This design comes from an exercise in tuning for small area, a short achievable clock period and few clock cycles on the open sky130 flow, not from production work. Where RTL was checked, it was by simulation tests only, not by an equivalence proof against the original. No activity file was given, so power comes from the tool's default toggle rates.

==> module alu_regfile, before the edit <==
module alu_regfile
(
    input  logic                 clk,
    input  logic                 rst,
    input  logic                 i_we,
    input  logic [alu_operand_seq_pkg::REG_IDX_W-1:0] i_wa,
    input  logic [alu_operand_seq_pkg::DATA_W-1:0]    i_wd,
    output logic [alu_operand_seq_pkg::NUM_REGS-1:1][alu_operand_seq_pkg::DATA_W-1:0] o_regs
);
    localparam int N = alu_operand_seq_pkg::NUM_REGS;
    localparam int W = alu_operand_seq_pkg::DATA_W;
    logic [N-1:1][W-1:0] r_mem;
    logic [W-1:0] w_wd;
    logic [N-1:1] w_en;
    assign w_wd = i_wd & {W{~rst}};
    always_comb begin
        for (int i = 1; i < N; i++) begin
            w_en[i] = rst | (i_we && i_wa == 5'(i));
        end
    end
    always_ff @(posedge clk) begin
        for (int i = 1; i < N; i++) begin
            if (w_en[i]) r_mem[i] <= w_wd;
        end
    end
    assign o_regs = r_mem;
endmodule
==> flow/config.mk <==
export PLATFORM = sky130hd
export DESIGN_NAME = alu_operand_seq
export DESIGN_NICKNAME = alu_operand_seq
export VERILOG_FILES = /design/flow/design.v
export SDC_FILE = /design/flow/constraint.sdc
export NUM_CORES = 4
export LEC_CHECK = 0
export CAP_MARGIN = 20
export CORE_MARGIN = 2
export CORE_UTILIZATION = 62
export CTS_BUF_LIST = sky130_fd_sc_hd__clkbuf_8
export CTS_CLUSTER_DIAMETER = 60
export CTS_CLUSTER_SIZE = 16
export SETUP_SLACK_MARGIN = 2.0
export SLEW_MARGIN = 20
export SYNTH_HIERARCHICAL = 1
==> flow/constraint.sdc <==
create_clock -name core_clock -period 6.0 [get_ports {clk}]
set_input_delay 1.2000 -clock core_clock [delete_from_list [all_inputs] [get_ports {clk}]]
set_output_delay 1.2000 -clock core_clock [all_outputs]
set_load 0.01 [all_outputs]
standard.sh (not shown) runs the stock make flow with config.mk's settings and CLKGATE_MAP_FILE= SYNTH_SCRIPT=/design/flow/synth_recipe.tcl, a recipe that flattens the netlist after the stock synthesis.
==> flow/flow/run.sh <==
#!/bin/bash
# The standard layout (the standard.sh: standard synthesis, then ORFS to
# finish) with these changes:
#  - ports are buffered with buf_2 instead of the delay-buffer cell that
#    buffer_ports picks by default;
#  - repair may resize cells to other footprints (MATCH_CELL_FOOTPRINT=0);
#  - clock tree synthesis inserts no dummy loads (the same arguments as
#    ORFS builds from config.mk, plus -dont_use_dummy_load).
# The full make output goes to flow_make.log in the work folder; ORFS keeps
# each step's log under orfs/logs/.
set -euo pipefail
bash standard.sh MATCH_CELL_FOOTPRINT=0 \
    "CTS_ARGS=-sink_clustering_enable -repair_clock_nets -sink_clustering_size 16 -sink_clustering_max_diameter 60 -buf_list sky130_fd_sc_hd__clkbuf_8 -dont_use_dummy_load" \
    "BUFFER_PORTS_ARGS=-buffer_cell sky130_fd_sc_hd__buf_2" \
    finish > flow_make.log 2>&1
Testbench counts at the start, summed over its fixed seeds: cycles 12,016.
Change:
--- a/flow/design.v
+++ b/flow/design.v
@@ -21,19 +21,53 @@
     localparam int N = alu_operand_seq_pkg::NUM_REGS;
     localparam int W = alu_operand_seq_pkg::DATA_W;
-    logic [N-1:1][W-1:0] r_mem;
     logic [W-1:0] w_wd;
-    logic [N-1:1] w_en;
+    logic [N-1:1] w_en, w_en_n;
     assign w_wd = i_wd & {W{~rst}};
+    alu_rf_wdec u_wdec (
+        .rst    (rst),
+        .i_we   (i_we),
+        .i_wa   (i_wa),
+        .o_en   (w_en),
+        .o_en_n (w_en_n)
+    );
+    for (genvar i = 1; i < N; i++) begin : g_row
+        alu_rf_row u_row (
+            .clk    (clk),
+            .i_en   (w_en[i]),
+            .i_en_n (w_en_n[i]),
+            .i_wd   (w_wd),
+            .o_q    (o_regs[i])
+        );
+    end
+endmodule
+module alu_rf_wdec
+(
+    input  logic                 rst,
+    input  logic                 i_we,
+    input  logic [alu_operand_seq_pkg::REG_IDX_W-1:0] i_wa,
+    output logic [alu_operand_seq_pkg::NUM_REGS-1:1]  o_en,
+    output logic [alu_operand_seq_pkg::NUM_REGS-1:1]  o_en_n
+);
     always_comb begin
-        for (int i = 1; i < N; i++) begin
-            w_en[i] = rst | (i_we && i_wa == 5'(i));
+        for (int i = 1; i < alu_operand_seq_pkg::NUM_REGS; i++) begin
+            o_en[i]   = rst || (i_we && i_wa == 5'(i));
+            o_en_n[i] = !(rst || (i_we && i_wa == 5'(i)));
         end
     end
+endmodule
+module alu_rf_row
+(
+    input  logic                                   clk,
+    input  logic                                   i_en,
+    input  logic                                   i_en_n,
+    input  logic [alu_operand_seq_pkg::DATA_W-1:0] i_wd,
+    output logic [alu_operand_seq_pkg::DATA_W-1:0] o_q
+);
+    localparam int W = alu_operand_seq_pkg::DATA_W;
+    logic [W-1:0] r_q;
     always_ff @(posedge clk) begin
-        for (int i = 1; i < N; i++) begin
-            if (w_en[i]) r_mem[i] <= w_wd;
-        end
+        r_q <= (r_q & {W{i_en_n}}) | (i_wd & {W{i_en}});
     end
-    assign o_regs = r_mem;
+    assign o_q = r_q;
 endmodule
 module alu_rf_read_a
Effect:
- The changed run completed with no timing, DRC or antenna violations
- worst hold slack gets better by 0.0062 ns
- setup slack loses 0.13 ns
- power came out lower by 0.66%
- combinational power rises by 43%
- global-route usage is higher by 7.9 points
- die area went up by 2.5%
No functional check of the RTL was part of the second run of this note.

========
the previous run:
alu_operand_seq, a different RTL version from the one above (not shown whole).
Size in the first run: roughly 2800 cells after synthesis, ~45000 sq um of cells after synthesis.
==> module alu_operand_seq, before the edit <==
module alu_operand_seq
#(
    parameter int ALU_LAT = 1,
    parameter int NUM_OPS = alu_operand_seq_pkg::NUM_OPS_DEF
) (
    input  logic                 clk,
    input  logic                 rst,
    input  logic                 CMD_VALID,
    output logic                 CMD_READY,
    input  logic [alu_operand_seq_pkg::OP_W-1:0]      CMD_OP,
    input  logic [alu_operand_seq_pkg::REG_IDX_W-1:0] CMD_RS,
    input  logic [alu_operand_seq_pkg::REG_IDX_W-1:0] CMD_RT,
    input  logic [alu_operand_seq_pkg::REG_IDX_W-1:0] CMD_RD,
    input  logic                 CMD_USE_IMM,
    input  logic [alu_operand_seq_pkg::IMM_W-1:0]     CMD_IMM,
    output logic [alu_operand_seq_pkg::DATA_W-1:0]    ALU_A,
    output logic [alu_operand_seq_pkg::DATA_W-1:0]    ALU_B,
    output logic [alu_operand_seq_pkg::OP_W-1:0]      ALU_OP,
    input  logic [alu_operand_seq_pkg::DATA_W-1:0]    ALU_OUT,
    output logic                 DONE,
    output logic [alu_operand_seq_pkg::DATA_W-1:0]    RESULT,
    output logic                 ERR,
    input  logic [alu_operand_seq_pkg::REG_IDX_W-1:0] DBG_ADDR,
    output logic [alu_operand_seq_pkg::DATA_W-1:0]    DBG_DATA
);
    localparam int W = alu_operand_seq_pkg::DATA_W;
    localparam int N = alu_operand_seq_pkg::NUM_REGS;
    logic         w_accept;
    logic         w_fwd_a, w_fwd_b;
    logic         f_v;
    logic [4:0]   f_op, f_rd;
    logic [4:0]   f_rs, f_rt;
    logic [N-1:1] w_rt_sel;
    logic         f_fwd_a, f_fwd_b;
    logic         f_ui;
    logic [15:0]  f_imm;
    logic         f_legal, f_we;
    logic         e_done, e_err, e_we;
    logic [4:0]   e_rd;
    logic [W-1:0] r_alu_a, r_alu_b;
    logic [4:0]   r_alu_op;
    logic [W-1:0] r_result;
    logic         r_done, r_err;
    logic [N-1:1][W-1:0] w_regs;
    logic [W-1:0] w_ra_data, w_rb_data;
    assign CMD_READY = !rst;
    assign w_accept  = CMD_VALID && !rst;
    assign f_legal   = int'(f_op) < NUM_OPS;
    assign f_we      = f_v && f_legal && (f_rd != '0);
    assign w_fwd_a   = f_we && f_rd == CMD_RS;
    assign w_fwd_b   = f_we && f_rd == CMD_RT && !CMD_USE_IMM;
    alu_regfile u_regfile (
        .clk    (clk),
        .rst    (rst),
        .i_we   (e_we),
        .i_wa   (e_rd),
        .i_wd   (ALU_OUT),
        .o_regs (w_regs)
    );
    localparam int SW = 16;
    logic [W/SW-1:0][N-1:1] w_ra_sel;
    logic [31:0][W-1:0]     w_ra_sel_bits;
    for (genvar g = 0; g < W / SW; g++) begin : g_sel_a
        alu_dbg_sel u_dbg_sel (
            .i_f_v     (f_v),
            .i_rs      (f_rs),
            .i_dbg_addr(DBG_ADDR),
            .o_sel     (w_ra_sel[g])
        );
    end
    always_comb begin
        for (int b = 0; b < W; b++) begin
            w_ra_sel_bits[0][b] = f_fwd_a;
            for (int i = 1; i < N; i++) w_ra_sel_bits[i][b] = w_ra_sel[b / SW][i];
        end
    end
    alu_rf_read_a u_read_a (
        .i_data ({w_regs, ALU_OUT}),
        .i_sel  (w_ra_sel_bits),
        .o_data (w_ra_data)
    );
    alu_rf_read_b u_read_b (
        .i_data ({alu_operand_seq_pkg::sext_imm(f_imm), ALU_OUT, w_regs}),
        .i_sel  ({f_ui, f_fwd_b, w_rt_sel}),
        .o_data (w_rb_data)
    );
    assign DBG_DATA = w_ra_data;
    always_comb begin
        for (int i = 1; i < N; i++) begin
            w_rt_sel[i] = f_rt == 5'(i);
        end
    end
    always_ff @(posedge clk) begin
        f_op  <= CMD_OP;
        f_rd  <= CMD_RD;
        f_ui  <= CMD_USE_IMM;
        f_imm <= CMD_IMM;
        f_rs  <= (w_accept && !w_fwd_a) ? CMD_RS : '0;
        f_rt  <= (!CMD_USE_IMM && !w_fwd_b) ? CMD_RT : '0;
        f_fwd_a <= w_accept && w_fwd_a;
        f_fwd_b <= w_fwd_b;
    end
    always_ff @(posedge clk) begin
        e_rd     <= f_rd;
        r_alu_op <= f_op;
        r_alu_a  <= w_ra_data;
        r_alu_b  <= w_rb_data;
        r_result <= ALU_OUT;
    end
    always_ff @(posedge clk) begin
        if (rst) begin
            f_v    <= 1'b0;
            e_done <= 1'b0;
            e_err  <= 1'b0;
            e_we   <= 1'b0;
            r_done <= 1'b0;
            r_err  <= 1'b0;
        end else begin
            f_v    <= CMD_VALID;
            e_done <= f_v && f_legal;
            e_err  <= f_v && !f_legal;
            e_we   <= f_we;
            r_done <= e_done;
            r_err  <= e_err;
        end
    end
    assign ALU_A  = r_alu_a;
    assign ALU_B  = r_alu_b;
    assign ALU_OP = r_alu_op;
    assign RESULT = r_result;
    assign DONE   = r_done;
    assign ERR    = r_err;
endmodule
Settings: LEC_CHECK=0, CAP_MARGIN=20, CORE_MARGIN=2, CORE_UTILIZATION=55, CTS_BUF_LIST=sky130_fd_sc_hd__clkbuf_8, CTS_CLUSTER_DIAMETER=60, CTS_CLUSTER_SIZE=16, SETUP_SLACK_MARGIN=2.5, SLEW_MARGIN=20, SYNTH_HIERARCHICAL=1; clock period 6.0 ns.
==> flow/flow/run.sh <==
#!/bin/bash
# The standard layout (the standard.sh: standard synthesis, then ORFS to
# finish) with two changes to how the resizer works:
#  - ports are buffered with buf_4 instead of the delay-buffer cell that
#    buffer_ports picks by default;
#  - repair may resize cells to other footprints (MATCH_CELL_FOOTPRINT=0).
# The full make output goes to flow_make.log in the work folder; ORFS keeps
# each step's log under orfs/logs/.
set -euo pipefail
bash standard.sh MATCH_CELL_FOOTPRINT=0 \
    "BUFFER_PORTS_ARGS=-buffer_cell sky130_fd_sc_hd__buf_4" \
    finish > flow_make.log 2>&1
> inputs changed (the previous run -> the current run)
diff --git a/flow/design.v b/flow/design.v
--- a/flow/design.v
+++ b/flow/design.v
@@ -197,7 +197,7 @@
         .i_wd   (ALU_OUT),
         .o_regs (w_regs)
     );
-    localparam int SW = 16;
+    localparam int SW = 8;
     logic [W/SW-1:0][N-1:1] w_ra_sel;
     logic [31:0][W-1:0]     w_ra_sel_bits;
     for (genvar g = 0; g < W / SW; g++) begin : g_sel_a
Results
Against the previous run, area after synthesis in the current run rose by a few percent.
The current run gives less clock-buffer cell count than the previous run did.
When the current run is set beside the previous run, its maximum frequency turns out to be 11 MHz larger.
When the current run is set beside the previous run, its total power of the final layout turns out to be 0.85% smaller.
Changes observed in the current run relative to the previous run: worst reg2reg path depth now sits lower, net count after synthesis now sits higher, total routed wire length on the met1 layer now sits higher.
The previous run → the current run: non-clock buffer count went down; synthesized cell count went up; portion of the clock cycle consumed by the worst path in the final layout went down; register area share after synthesis went down.
The run with more routed wire is the previous run, not the current run.
Between the previous run and the current run, the flow reports post-detailed-route via-to-cell ratio increasing slightly.
Testbench counts of the current run, summed over its fixed seeds: cycles 12,016.
Only the layout flow was run in the previous run; the RTL was not checked for function there.

[afterwards: timing with drivers on the ports]
No port has a modelled driver above. Below, the same layouts with a new extraction and two added sets of constraints. Step 1: set_driving_cell puts a clkbuf_16 on clk and a buf_2 on each other input, an assumption about the parent block. Step 2, shift: input delay + t, output delay - t, t = (earliest + latest rising clock arrival at the registers) / 2. This alone moves slack from input paths to output paths. a / b / c = ideal / step 1 / step 2; a / b = the first two.
| run | t (ns) | setup slack, ns | worst setup path at the end | slew at the worst register clock pin (ns) |
|---|---|---|---|---|
| the first run of note 1 | 0.799 | 1.877 / 1.535 / 1.535 | input to output | 0.10 / 0.10 |
| the second run of note 1 | 0.807 | 1.744 / 1.505 / 1.505 | input to output | 0.11 / 0.11 |
| the previous run | 0.849 | 1.672 / 1.434 / 0.726 | input to register | 0.12 / 0.12 |
| the current run | 0.831 | 1.867 / 1.594 / 1.594 | input to output | 0.11 / 0.11 |
After both steps setup and hold are still met in every run listed. The setup slack of the previous run, which loses most, moves by -0.238 ns with the drivers and by -0.946 ns with both steps.
